This design comes from an exercise in tuning for small area, a short achievable clock period and few clock cycles on the open sky130 flow, not from production work. Function was checked by simulation only, so behaviour that the tests miss may differ from the original. Power figures rest on the tool's default switching activity, not on a simulated workload.

===== flow/run.sh =====
#!/bin/bash
# synth_recipe.tcl (not shown) runs the flow's synth.tcl, then flattens the netlist and writes it again
# the make line also repeats each setting of config.mk as NAME=value (left out here)
make -C /OpenROAD-flow-scripts/flow DESIGN_CONFIG=/design/flow/config.mk WORK_HOME=/design/flow/orfs CLKGATE_MAP_FILE= SYNTH_SCRIPT=/design/flow/synth_recipe.tcl finish

===== flow/config.mk =====
export PLATFORM = sky130hd
export DESIGN_NAME = bounded_queue_job_dispatcher
export DESIGN_NICKNAME = bounded_queue_job_dispatcher
export VERILOG_FILES = /design/flow/design.v
export SDC_FILE = /design/flow/constraint.sdc
export NUM_CORES = 4
export LEC_CHECK = 0
export CAP_MARGIN = 20
export CORE_MARGIN = 2
export CORE_UTILIZATION = 33
export CTS_CLUSTER_DIAMETER = 100
export CTS_CLUSTER_SIZE = 20
export PLACE_DENSITY = 0.5
export SETUP_SLACK_MARGIN = 3.5
export SLEW_MARGIN = 20
export SYNTH_MEMORY_MAX_BITS = 8192
export TNS_END_PERCENT = 10

===== flow/constraint.sdc =====
create_clock -name core_clock -period 10.0 [get_ports {clk_i}]
set_input_delay 2.0000 -clock core_clock [delete_from_list [all_inputs] [get_ports {clk_i}]]
set_output_delay 2.0000 -clock core_clock [all_outputs]
set_load 0.01 [all_outputs]

===== flow/design.v =====
package bqjd_pkg;
  localparam int unsigned DurW     = 8;
  localparam int unsigned TimeW    = 16;
  localparam int unsigned CfgTimeW = 11;
  localparam int unsigned CfgCntW  = 5;
  localparam int unsigned WinOutW  = 5;
  localparam int unsigned CfgIdxW  = 2;
  localparam int unsigned CfgDataW = 11;
  typedef enum logic [CfgIdxW-1:0] {
    CFG_NUM_WINDOWS    = 2'd0,
    CFG_QUEUE_CAPACITY = 2'd1,
    CFG_OPEN_TIME      = 2'd2,
    CFG_CLOSE_TIME     = 2'd3
  } cfg_idx_e;
  localparam logic [CfgCntW-1:0]  RstNumWindows = 5'd2;
  localparam logic [CfgCntW-1:0]  RstCapacity   = 5'd2;
  localparam logic [CfgTimeW-1:0] RstOpenTime   = 11'(8 * 60);
  localparam logic [CfgTimeW-1:0] RstCloseTime  = 11'(17 * 60);
  localparam logic [TimeW-1:0] TimeMax = '1;
endpackage
import bqjd_pkg::*;
module bounded_queue_job_dispatcher #(
  parameter int unsigned MAX_WINDOWS  = 20,
  parameter int unsigned MAX_CAPACITY = 16
) (
  input  logic                clk_i,
  input  logic                rst_ni,
  input  logic                cfg_we_i,
  input  logic [bqjd_pkg::CfgIdxW-1:0]  cfg_idx_i,
  input  logic [bqjd_pkg::CfgDataW-1:0] cfg_data_i,
  input  logic                in_valid_i,
  output logic                in_stall_o,
  input  logic [bqjd_pkg::DurW-1:0]     job_duration_i,
  output logic                out_valid_o,
  input  logic                out_stall_i,
  output logic [bqjd_pkg::TimeW-1:0]    completion_time_o,
  output logic                refused_o,
  output logic [bqjd_pkg::WinOutW-1:0]  window_index_o
);
  localparam int unsigned NW       = MAX_WINDOWS;
  localparam int unsigned NDelta   = MAX_CAPACITY - 2;
  localparam int unsigned WinW     = (NW > 1) ? $clog2(NW) : 1;
  localparam int unsigned WinCntW  = $clog2(NW + 1);
  localparam int unsigned OccW     = $clog2(MAX_CAPACITY + 1);
  localparam int unsigned FcW      = $clog2(NW * MAX_CAPACITY + 1);
  localparam int unsigned DivSteps = 3;                        
  localparam int unsigned DivCyc   = (FcW + DivSteps - 1) / DivSteps;
  localparam int unsigned DivW     = DivCyc * DivSteps;
  localparam int unsigned DivCntW  = $clog2(DivCyc + 1);
  localparam int unsigned HiW      = TimeW - DurW;
  function automatic logic [1:0] cmp2(input logic [TimeW-1:0] a, input logic [TimeW-1:0] b);
    logic [TimeW-1:0] g, l;
    g = a & ~b;
    l = ~a & b;
    for (int lv = 1; lv < TimeW; lv = lv * 2) begin
      for (int k = 0; k < TimeW / (2 * lv); k++) begin
        g[k] = g[2*k+1] | (!l[2*k+1] & g[2*k]);
        l[k] = l[2*k+1] | (!g[2*k+1] & l[2*k]);
      end
    end
    cmp2 = {l[0], !l[0] & !g[0]};
  endfunction
  function automatic logic [TimeW:0] add_wide(input logic [TimeW-1:0] a,
                                               input logic [DurW-1:0] d);
    logic [DurW-1:0] p, g, gg, pp, lo;
    logic [DurW:0]   c;
    logic [HiW-1:0]  hi, allone;
    p  = a[DurW-1:0] ^ d;
    g  = a[DurW-1:0] & d;
    gg = g;
    pp = p;
    for (int s = 1; s < DurW; s = s * 2) begin
      for (int k = DurW - 1; k >= s; k--) begin
        gg[k] = gg[k] | (pp[k] & gg[k - s]);
        pp[k] = pp[k] & pp[k - s];
      end
    end
    c[0] = 1'b0;
    for (int k = 0; k < DurW; k++) c[k + 1] = gg[k];
    lo = p ^ c[DurW-1:0];
    allone[0] = 1'b1;
    for (int k = 1; k < HiW; k++) allone[k] = allone[k - 1] & a[DurW + k - 1];
    for (int k = 0; k < HiW; k++) hi[k] = a[DurW + k] ^ (c[DurW] & allone[k]);
    add_wide = {c[DurW] & allone[HiW-1] & a[TimeW-1], hi, lo};
  endfunction
  logic [CfgCntW-1:0]  nwin_cfg_q, cap_cfg_q;
  logic [CfgTimeW-1:0] open_q, close_q;
  always_ff @(posedge clk_i or negedge rst_ni) begin
    if (!rst_ni) begin
      nwin_cfg_q <= RstNumWindows;
      cap_cfg_q  <= RstCapacity;
      open_q     <= RstOpenTime;
      close_q    <= RstCloseTime;
    end else if (cfg_we_i) begin
      case (cfg_idx_i)
        CFG_NUM_WINDOWS:    nwin_cfg_q <= cfg_data_i[CfgCntW-1:0];
        CFG_QUEUE_CAPACITY: cap_cfg_q  <= cfg_data_i[CfgCntW-1:0];
        CFG_OPEN_TIME:      open_q     <= cfg_data_i[CfgTimeW-1:0];
        CFG_CLOSE_TIME:     close_q    <= cfg_data_i[CfgTimeW-1:0];
        default: ;
      endcase
    end
  end
  logic [WinCntW-1:0] nw_eff;
  logic [OccW-1:0]    cap_eff;
  always_comb begin
    if (nwin_cfg_q == '0) begin
      nw_eff = WinCntW'(1);
    end else if (int'(nwin_cfg_q) > NW) begin
      nw_eff = WinCntW'(NW);
    end else begin
      nw_eff = WinCntW'(nwin_cfg_q);
    end
    if (cap_cfg_q == '0) begin
      cap_eff = OccW'(1);
    end else if (int'(cap_cfg_q) > MAX_CAPACITY) begin
      cap_eff = OccW'(MAX_CAPACITY);
    end else begin
      cap_eff = OccW'(cap_cfg_q);
    end
  end
  logic [TimeW-1:0] head_q [NW];
  logic [TimeW-1:0] sec_q  [NW];      
  logic [TimeW-1:0] tail_q [NW];
  logic [OccW-1:0]  occ_q  [NW];
  logic [NW-1:0]    ne_q;             
  logic [DurW-1:0]  dlt_q  [NW][NDelta];
  logic [NW-1:0]    ord_q  [NW];      
  logic [FcW-1:0]   fill_q;
  logic [WinW-1:0]  fw_q;             
  logic             fill_ph_q;        
  logic             pop_ok_q;         
  logic [NW-1:0]    act_q;            
  logic [OccW-1:0]  cap_q;
  logic             busy_q;
  logic [DivCntW-1:0] div_cnt_q;
  logic [DivW-1:0]  div_sh_q;
  logic [WinCntW:0] div_rem_q;
  logic             in_v_q;
  logic [DurW-1:0]  dur_q;
  logic             out_valid_q, refused_q;
  logic [TimeW-1:0] out_time_q;
  logic [WinW-1:0]  out_win_q;
  logic [NW-1:0] win_oh, fill_oh, w_oh;
  always_comb begin
    for (int i = 0; i < NW; i++) begin
      logic [NW-1:0] beats;
      for (int j = 0; j < NW; j++) begin
        if (j > i)      beats[j] = !act_q[j] | ord_q[i][j];
        else if (j < i) beats[j] = !act_q[j] | !ord_q[j][i];
        else            beats[j] = act_q[i];
      end
      win_oh[i]  = &beats;
      fill_oh[i] = (fw_q == WinW'(i));
    end
    w_oh = fill_ph_q ? fill_oh : win_oh;
  end
  logic [TimeW-1:0] done_w  [NW];
  logic [TimeW-1:0] cand_w  [NW];     
  logic [NW-1:0]    sat_w, pop_w, take_done_w, take_sec_w;
  logic [DurW-1:0]  d3_w    [NW];     
  always_comb begin
    for (int i = 0; i < NW; i++) begin
      logic [TimeW:0]   s;
      logic [TimeW-1:0] st;
      st        = ne_q[i] ? tail_q[i] : TimeW'(open_q);
      s         = add_wide(st, dur_q);
      sat_w[i]  = s[TimeW];
      done_w[i] = s[TimeW-1:0] | {TimeW{s[TimeW]}};
      d3_w[i]   = '0;
      for (int p = 0; p < NDelta; p++) begin
        d3_w[i] = d3_w[i] | ({DurW{occ_q[i] == OccW'(p + 3)}} & dlt_q[i][p]);
      end
      pop_w[i]       = (pop_ok_q && (occ_q[i] >= cap_q)) || (occ_q[i] >= OccW'(MAX_CAPACITY));
      take_done_w[i] = !ne_q[i] || (pop_w[i] && (occ_q[i] == OccW'(1)));
      take_sec_w[i]  = ne_q[i] && pop_w[i] && (occ_q[i] != OccW'(1));
      cand_w[i]      = take_done_w[i] ? st : (take_sec_w[i] ? sec_q[i] : head_q[i]);
    end
  end
  logic [TimeW-1:0] new_head, cand, done, s_sel, t_sel;
  logic [DurW-1:0]  d3_sel;
  logic [OccW-1:0]  o_sel;
  logic             pop, ne_sel, sat_sel, tds;
  logic [NW-1:0]    below;            
  logic [WinW-1:0]  w_bin;
  always_comb begin
    for (int b = 0; b < TimeW; b++) begin
      logic [NW-1:0] vh, vd, vs, vt;
      for (int i = 0; i < NW; i++) begin
        vh[i] = w_oh[i] & cand_w[i][b];
        vd[i] = w_oh[i] & done_w[i][b];
        vs[i] = w_oh[i] & sec_q[i][b];
        vt[i] = w_oh[i] & tail_q[i][b];
      end
      cand[b]     = |vh;
      done[b]     = |vd;
      s_sel[b]    = |vs;
      t_sel[b]    = |vt;
    end
    for (int b = 0; b < DurW; b++) begin
      logic [NW-1:0] v;
      for (int i = 0; i < NW; i++) v[i] = w_oh[i] & d3_w[i][b];
      d3_sel[b] = |v;
    end
    for (int b = 0; b < OccW; b++) begin
      logic [NW-1:0] v;
      for (int i = 0; i < NW; i++) v[i] = w_oh[i] & occ_q[i][b];
      o_sel[b] = |v;
    end
    pop     = |(w_oh & pop_w);
    ne_sel  = |(w_oh & ne_q);
    sat_sel = |(w_oh & sat_w);
    tds     = |(w_oh & take_done_w);
    for (int j = 0; j < NW; j++) below[j] = |(w_oh & ((NW'(1) << j) - NW'(1)));
    for (int b = 0; b < WinW; b++) begin
      logic [NW-1:0] v;
      for (int i = 0; i < NW; i++) v[i] = win_oh[i] & ((i >> b) & 1);
      w_bin[b] = fill_ph_q ? fw_q[b] : |v;
    end
  end
  logic             slot_free, proc;
  logic [DurW-1:0]  new_dlt;
  logic [OccW-1:0]  occ_next;
  logic [TimeW-1:0] new_sec, start;
  logic [TimeW:0]   sec_add;
  logic             refuse;
  always_comb begin
    slot_free = !out_valid_q || !out_stall_i;
    proc      = in_v_q && slot_free;
    new_dlt   = sat_sel ? ~t_sel[DurW-1:0] : dur_q;
    occ_next  = pop ? o_sel : OccW'(o_sel + 1'b1);
    sec_add   = add_wide(s_sel, d3_sel);
    if (pop ? (o_sel == OccW'(2)) : (o_sel == OccW'(1))) begin
      new_sec = done;
    end else if (pop) begin
      new_sec = sec_add[TimeW-1:0];
    end else begin
      new_sec = s_sel;
    end
    new_head  = tds ? done : cand;
    start     = ne_sel ? t_sel : TimeW'(open_q);
    refuse    = (start >= TimeW'(close_q));
  end
  logic [NW-1:0] nk_first;
  always_comb begin
    for (int j = 0; j < NW; j++) begin
      logic [TimeW:0]   m;
      logic [TimeW-1:0] r;
      logic [1:0]       c;
      logic             neg, full;
      m    = {1'b0, head_q[j]} - (TimeW + 1)'(dur_q);
      neg  = m[TimeW];
      full = &head_q[j];
      r    = tds ? m[TimeW-1:0] : head_q[j];
      c    = cmp2(cand, r);
      if (tds) nk_first[j] = !neg & (c[1] | (below[j] & (c[0] | full)));
      else     nk_first[j] = c[1] | (below[j] & c[0]);
    end
  end
  always_ff @(posedge clk_i or negedge rst_ni) begin
    if (!rst_ni) begin
      for (int i = 0; i < NW; i++) begin
        head_q[i] <= '0;
        occ_q[i]  <= '0;
        ne_q[i]   <= 1'b0;
        for (int j = 0; j < NW; j++) ord_q[i][j] <= 1'b1;
      end
    end else if (proc) begin
      for (int i = 0; i < NW; i++) begin
        if (w_oh[i]) begin
          head_q[i] <= new_head;
          occ_q[i]  <= occ_next;
          ne_q[i]   <= 1'b1;
        end
        for (int j = i + 1; j < NW; j++) begin
          if (w_oh[i])      ord_q[i][j] <= nk_first[j];
          else if (w_oh[j]) ord_q[i][j] <= !nk_first[i];
        end
      end
    end
  end
  always_ff @(posedge clk_i) begin
    if (proc) begin
      for (int i = 0; i < NW; i++) begin
        if (w_oh[i]) begin
          tail_q[i]   <= done;
          sec_q[i]    <= new_sec;
          dlt_q[i][0] <= new_dlt;
          for (int p = 1; p < NDelta; p++) dlt_q[i][p] <= dlt_q[i][p - 1];
        end
      end
    end
  end
  logic [WinCntW:0] rem_t [DivSteps + 1];
  always_comb begin
    rem_t[0] = div_rem_q;
    for (int k = 0; k < DivSteps; k++) begin
      rem_t[k + 1] = {rem_t[k][WinCntW-1:0], div_sh_q[DivW - 1 - k]};
      if (rem_t[k + 1] >= {1'b0, nw_eff}) rem_t[k + 1] = rem_t[k + 1] - {1'b0, nw_eff};
    end
  end
  logic [FcW-1:0] fill_d, limit_d;
  always_comb begin
    fill_d  = (proc && fill_ph_q) ? FcW'(fill_q + 1'b1) : fill_q;
    limit_d = FcW'(nw_eff) * FcW'(cap_eff);
  end
  always_ff @(posedge clk_i or negedge rst_ni) begin
    if (!rst_ni) begin
      fill_q    <= '0;
      fill_ph_q <= 1'b1;
      pop_ok_q  <= 1'b0;
      cap_q     <= OccW'(RstCapacity);
      for (int i = 0; i < NW; i++) act_q[i] <= (i < int'(RstNumWindows));
    end else begin
      fill_q    <= fill_d;
      fill_ph_q <= (fill_d < limit_d);
      pop_ok_q  <= (FcW'(fill_d + 1'b1) >= limit_d);
      cap_q     <= cap_eff;
      for (int i = 0; i < NW; i++) act_q[i] <= (WinCntW'(i) < nw_eff);
    end
  end
  always_ff @(posedge clk_i or negedge rst_ni) begin
    if (!rst_ni) begin
      fw_q      <= '0;
      busy_q    <= 1'b0;
      div_cnt_q <= '0;
      div_sh_q  <= '0;
      div_rem_q <= '0;
    end else if (cfg_we_i && (cfg_idx_i == CFG_NUM_WINDOWS)) begin
      busy_q    <= 1'b1;
      div_cnt_q <= '0;
      div_sh_q  <= DivW'(fill_q);
      div_rem_q <= '0;
    end else if (busy_q) begin
      div_sh_q  <= div_sh_q << DivSteps;
      div_rem_q <= rem_t[DivSteps];
      div_cnt_q <= div_cnt_q + 1'b1;
      if (div_cnt_q == DivCntW'(DivCyc - 1)) begin
        busy_q <= 1'b0;
        fw_q   <= WinW'(rem_t[DivSteps]);
      end
    end else if (proc && fill_ph_q) begin
      fw_q <= (WinCntW'(fw_q) + WinCntW'(1) == nw_eff) ? '0 : WinW'(fw_q + 1'b1);
    end
  end
  always_ff @(posedge clk_i or negedge rst_ni) begin
    if (!rst_ni) begin
      in_v_q      <= 1'b0;
      out_valid_q <= 1'b0;
    end else begin
      if (in_valid_i && !in_stall_o) begin
        in_v_q <= 1'b1;
      end else if (proc) begin
        in_v_q <= 1'b0;
      end
      if (proc) begin
        out_valid_q <= 1'b1;
      end else if (!out_stall_i) begin
        out_valid_q <= 1'b0;
      end
    end
  end
  always_ff @(posedge clk_i) begin
    if (in_valid_i && !in_stall_o) begin
      dur_q <= job_duration_i;
    end
    if (proc) begin
      out_time_q <= done;
      refused_q  <= refuse;
      out_win_q  <= w_bin;
    end
  end
  assign in_stall_o        = busy_q || (in_v_q && !slot_free);
  assign out_valid_o       = out_valid_q;
  assign completion_time_o = out_time_q;
  assign refused_o         = refused_q;
  assign window_index_o    = WinOutW'(out_win_q);
endmodule

==> impl_metrics.env <==
export IMPL_coreArea_mm2=0.552
export IMPL_synth_compound_area_share_pct=18.2
export IMPL_p_sw_uw=44200
export IMPL_r2r_end="dlt_q[154][1]$_DFFE_PP_"
export IMPL_grt_max_degree=136
export IMPL_max_slew_margin_rel_pct=7.80
export IMPL_root_buffer="clkbuf_16"
export IMPL_cp_num_cells=23
export IMPL_start_util_pct=33.1
export IMPL_ys_seq_area_share_pct=57.9
export IMPL_synth_warnings=11
export IMPL_worstSetupStartpointType="flip-flop"
export IMPL_cp_common_cell="buf_4"
export IMPL_first_global_vias=144468
export IMPL_netSwitchingFraction_pct=52.1
export IMPL_cts_sinks=3632
export IMPL_rows=273
export IMPL_timing_final_crit_share_pct=69.0
export IMPL_synth_fa_ha_area_share_pct=4.99
export IMPL_path_clk_slew_ps=90
export IMPL_crit_type="flip-flop to flip-flop"
export IMPL_skew_ps=108
export IMPL_crit_path_end="dlt_q[154][1]$_DFFE_PP_"
export IMPL_syn_to_final_growth_pct=17.2
export IMPL_grtUsageTotal_pct=38.2
export IMPL_critPathArrivalTime_ps=7490
export IMPL_postRouteAntennaNets=0
export IMPL_synth_top_cell_by_area="edfxtp_1"
export IMPL_timing_rr_start="ne_q[0]$_DFFE_PN0P_"
export IMPL_post_drt_wl_per_cell_um=46.6
export IMPL_syn_nets=16175
export IMPL_fp_dieW_um=748
export IMPL_num_io_pins=50
export IMPL_maxCapViolCount=0
export IMPL_chipHeight_um=748
export IMPL_synth_cell_type_count=121
export IMPL_synth_cells=15578
export IMPL_drcViolationCount=0
export IMPL_htree_levels=4
export IMPL_cp_data_required_time_ps=10590
export IMPL_syn_avg_cell_area_um2=11.7
export IMPL_cp_end_kind="flip-flop"
export IMPL_p_per_area_mw_per_mm2=396
export IMPL_viasPerCell=6.71
export IMPL_yosys_cell_count_top_type="edfxtp_1"
export IMPL_io_buffers=49
export IMPL_cts_tree="built"
export IMPL_rsz0062_at_grt="yes"
export IMPL_cp_top_family="compound AO/OA/AOI/OAI gates"
export IMPL_r2r_cells=23
export IMPL_setup_tns_final_ps=0
export IMPL_irDropWorstVdd_v=0.000510
export IMPL_seq_power_share_pct=27.4
export IMPL_crit_buf_inv=7
export IMPL_startpoint="ne_q[0]$_DFFE_PN0P_"
export IMPL_drv_slew=0
export IMPL_max_freq_ghz=0.145
export IMPL_combPwrFrac_pct=60.3
export IMPL_synth_area_leaders="edfxtp_1 (48%), dfrtp_1 (7.0%), ha_1 (3.6%), nand2_1 (3.1%), dfstp_2 (3.0%)"
export IMPL_vias=160395
export IMPL_grt_pass1_wl_mm=1430
export IMPL_clock_power_share_pct=12.3
export IMPL_clk_latency_ps=1120
export IMPL_gr_total_overflow=0
export IMPL_ys_seq_elements=3632
export IMPL_synth_simple_gate_area_share_pct=11.0
export IMPL_synth_flop_cell="edfxtp_1"
export IMPL_detailed_place_hpwl_mm=778
export IMPL_syn_cell_area_mm2=0.183
export IMPL_p_int_uw=40500
export IMPL_fin_util_pct=38.8
export IMPL_hold_viol_final=0
export IMPL_die_area_mm2=0.560
export IMPL_crit_fanout=23
export IMPL_drive_above_1_share_pct=17.7
export IMPL_tightest_slew_ps=1380
export IMPL_synthArstFlopShare_pct=19.9
export IMPL_reg2reg_slack_ps=3100
export IMPL_drt_first_iter_violations=27783
export IMPL_n_fill_cell=53312
export IMPL_synth_top_area_share_pct=47.8
export IMPL_crit_chain="buf_4, mux2i_1, inv_1, ha_1, a21boi_2, o21ai_0, a21boi_1, o21ai_0, nand2b_2, nand2_1, nor2_4, nand4_1, o32a_1, nand4_1, a211o_1, nor2b_4, buf_12, buf_4, buf_4, buf_4, nand2_1, o21ai_4, buf_12"
export IMPL_hp_class="flip-flop to flip-flop"
export IMPL_drt_first_pass_iters=14
export IMPL_antenna_found_initial=138
export IMPL_synth_top_family_by_area="compound AO/OA/AOI/OAI gates"
export IMPL_synth_edff_count=2910
export IMPL_synthTopCellsByCount="edfxtp_1 (2910), nand2_1 (1489), o21ai_0 (981)"
export IMPL_finalNetCount=16942
export IMPL_report_final_setup_viol=0
export IMPL_gp_congestion=1.11
export IMPL_cts_buffer_depth=4
export IMPL_slowest_stage="mux2i_1"
export IMPL_cts_buffers=229
export IMPL_fin_crit_ps=6900
export IMPL_critPathMaxStageDelay_ps=750
export IMPL_hold_depth=0
export IMPL_routed_wl_mm=1110
export IMPL_outcome="no timing/DRC/antenna violations"
export IMPL_synthMuxAreaShare_pct=2.65
export IMPL_synth_xor_area_share_pct=2.17
export IMPL_leakage_uw=0.0758
-- metal layers --
| layer | wire (µm) | GRT usage (%) | vias up | share of wire [%] |
|---|---|---|---|---|
| met5 | 2660 | 2.12 | - | 0.24 |
| met4 | 120000 | 32.6 | 61 | 11 |
| met3 | 137000 | 13.7 | 3727 | 12 |
| met2 | 441000 | 52.5 | 13048 | 40 |
| met1 | 413000 | 47.4 | 81319 | 37 |
| li1 | - | - | 62240 | - |
-- what timing repair did --
action,in CTS,in global routing
gates cloned,18,16
pin swaps,103,135
gates resized for setup,569,566
buffers inserted,276,181
setup endpoints to repair,1337,1181
hold buffers,0,0
-- worst register-to-register path: stages (launching register included) --
cell	delay (ps)
dfrtp_4	570
buf_4	280
mux2i_1	760
inv_1	110
ha_1	360
a21boi_2	250
o21ai_0	160
a21boi_1	300
o21ai_0	140
nand2b_2	270
nand2_1	200
nor2_4	370
nand4_1	270
o32a_1	420
nand4_1	270
a211o_1	260
nor2b_4	70
buf_12	150
buf_4	160
buf_4	180
buf_4	180
nand2_1	110
o21ai_4	80
buf_12	180
-- kinds of logic (layout without fill, tap and decap cells) --
kind of cell / after synthesis / after routing
other: 1 / 110
and+or+nand+nor: 4146 / 4153
muxes: 466 / 468
adders and majority gates: 727 / 727
AOI/OAI and AO/OA: 4721 / 4725
xor gates and xnor gates: 452 / 452
DFF: 3632 / 3632
buffers and inverters: 1433 / 2349
-- cell usage in the layout, fill, tap and decap left out, drive strengths merged, types with 257 or more instances in the layout --
master,Yosys,final
o21ai,1031,1032
mux2i,324,325
dfrtp,514,514
nand4,257,257
nor2,801,802
edfxtp,2910,2910
nand2b,275,275
xnor2,279,279
nand3,288,288
a22oi,620,620
a22o,393,393
buf,226,1313
ha,519,519
inv,560,585
a21oi,651,651
clkbuf,632,345
a221oi,602,602
nand2,1490,1495
-- layout make-up --
cell class                      instances  area [µm²]  share of cell area [%]
Timing Repair Buffer                 1379       13300                    6.21
Timing Repair inverter                  2        12.5                 0.00584
Sequential cell                      3632      106000                    49.4
Inverter                              575        2410                    1.12
Multi-Input combinational cell      10526       76000                    35.5
Tap cell                             7287        9120                    4.26
Antenna cell                          109         273                   0.127
Clock inverter                         63         955                   0.446
Clock buffer                          330        6180                    2.88
-- state kept, by name, summed over array words and instances (netlist names), 8 cells and up --
signal,flops
act_q,20
ne_q,20
fill_q,9
close_q,11
dur_q,8
tail_q,320
out_time_q,16
sec_q,320
head_q,320
dlt_q,2240
ord_q,190
open_q,11
div_sh_q,9
occ_q,100
-- per-stage QoR --
step	area (µm²)	hold WS, ps	total power [µW]	worst slack (ps)	std cells
CTS	209000	392	76600	3340	23595
finish	214000	395	84700	3100	23903
global route	214000	408	85300	3220	23824
floorplan	183000	418	42600	2170	15578
detailed placement	197000	428	62900	1490	22908
global placement	197000	421	62900	1540	22903
-- power groups by stage --
stage	Combinational [µW]	Sequential [µW]	Clock, µW
4_1_cts	43200	22900	10500
5_1_grt	51300	23000	11000
2_1_floorplan	21800	20800	0
6_report	51100	23200	10400
3_3_place_gp	39600	23300	0
3_5_place_dp	39700	23300	0
-- worst min path at each step --
stage	slack [ps]	start	to
after CTS	390	dlt_q[2][0]$_DFFE_PP_	dlt_q[3][0]$_DFFE_PP_
after detailed placement	430	dlt_q[197][2]$_DFFE_PP_	dlt_q[198][2]$_DFFE_PP_
final	390	dlt_q[113][2]$_DFFE_PP_	dlt_q[114][2]$_DFFE_PP_
after floorplan	420	dlt_q[197][2]$_DFFE_PP_	dlt_q[198][2]$_DFFE_PP_
after global placement	420	dlt_q[197][2]$_DFFE_PP_	dlt_q[198][2]$_DFFE_PP_
after global routing	410	dlt_q[222][3]$_DFFE_PP_	dlt_q[223][3]$_DFFE_PP_
Testbench counts, summed over its fixed seeds: cycles 5,273.

## separate check: timing with driven ports
The results above use ideal ports. As a check the final layout listed here was re-extracted and re-timed, cells and wires unchanged. Step 1, drivers: a clkbuf_16 drives clk_i and a buf_2 each remaining input, both assumed. Step 2 times the ports against the registers' clock, not the clock port: input delays grow and output delays shrink by t, the midpoint of the rising clock arrivals with the driver on. Slacks: ideal / step 1 / step 2; pairs: ideal / step 1.
t, ns: 1.184
setup WS [ns]: 3.096 / 3.096 / 2.873
worst setup path after step 2: input to register
worst slew at a driven data input, ns: 0.15
cell pins on the clock port's net: 1
After both steps this run still meets setup and hold. For this run, drivers alone change the setup slack by 0.000 ns; drivers and shift together by -0.223 ns.
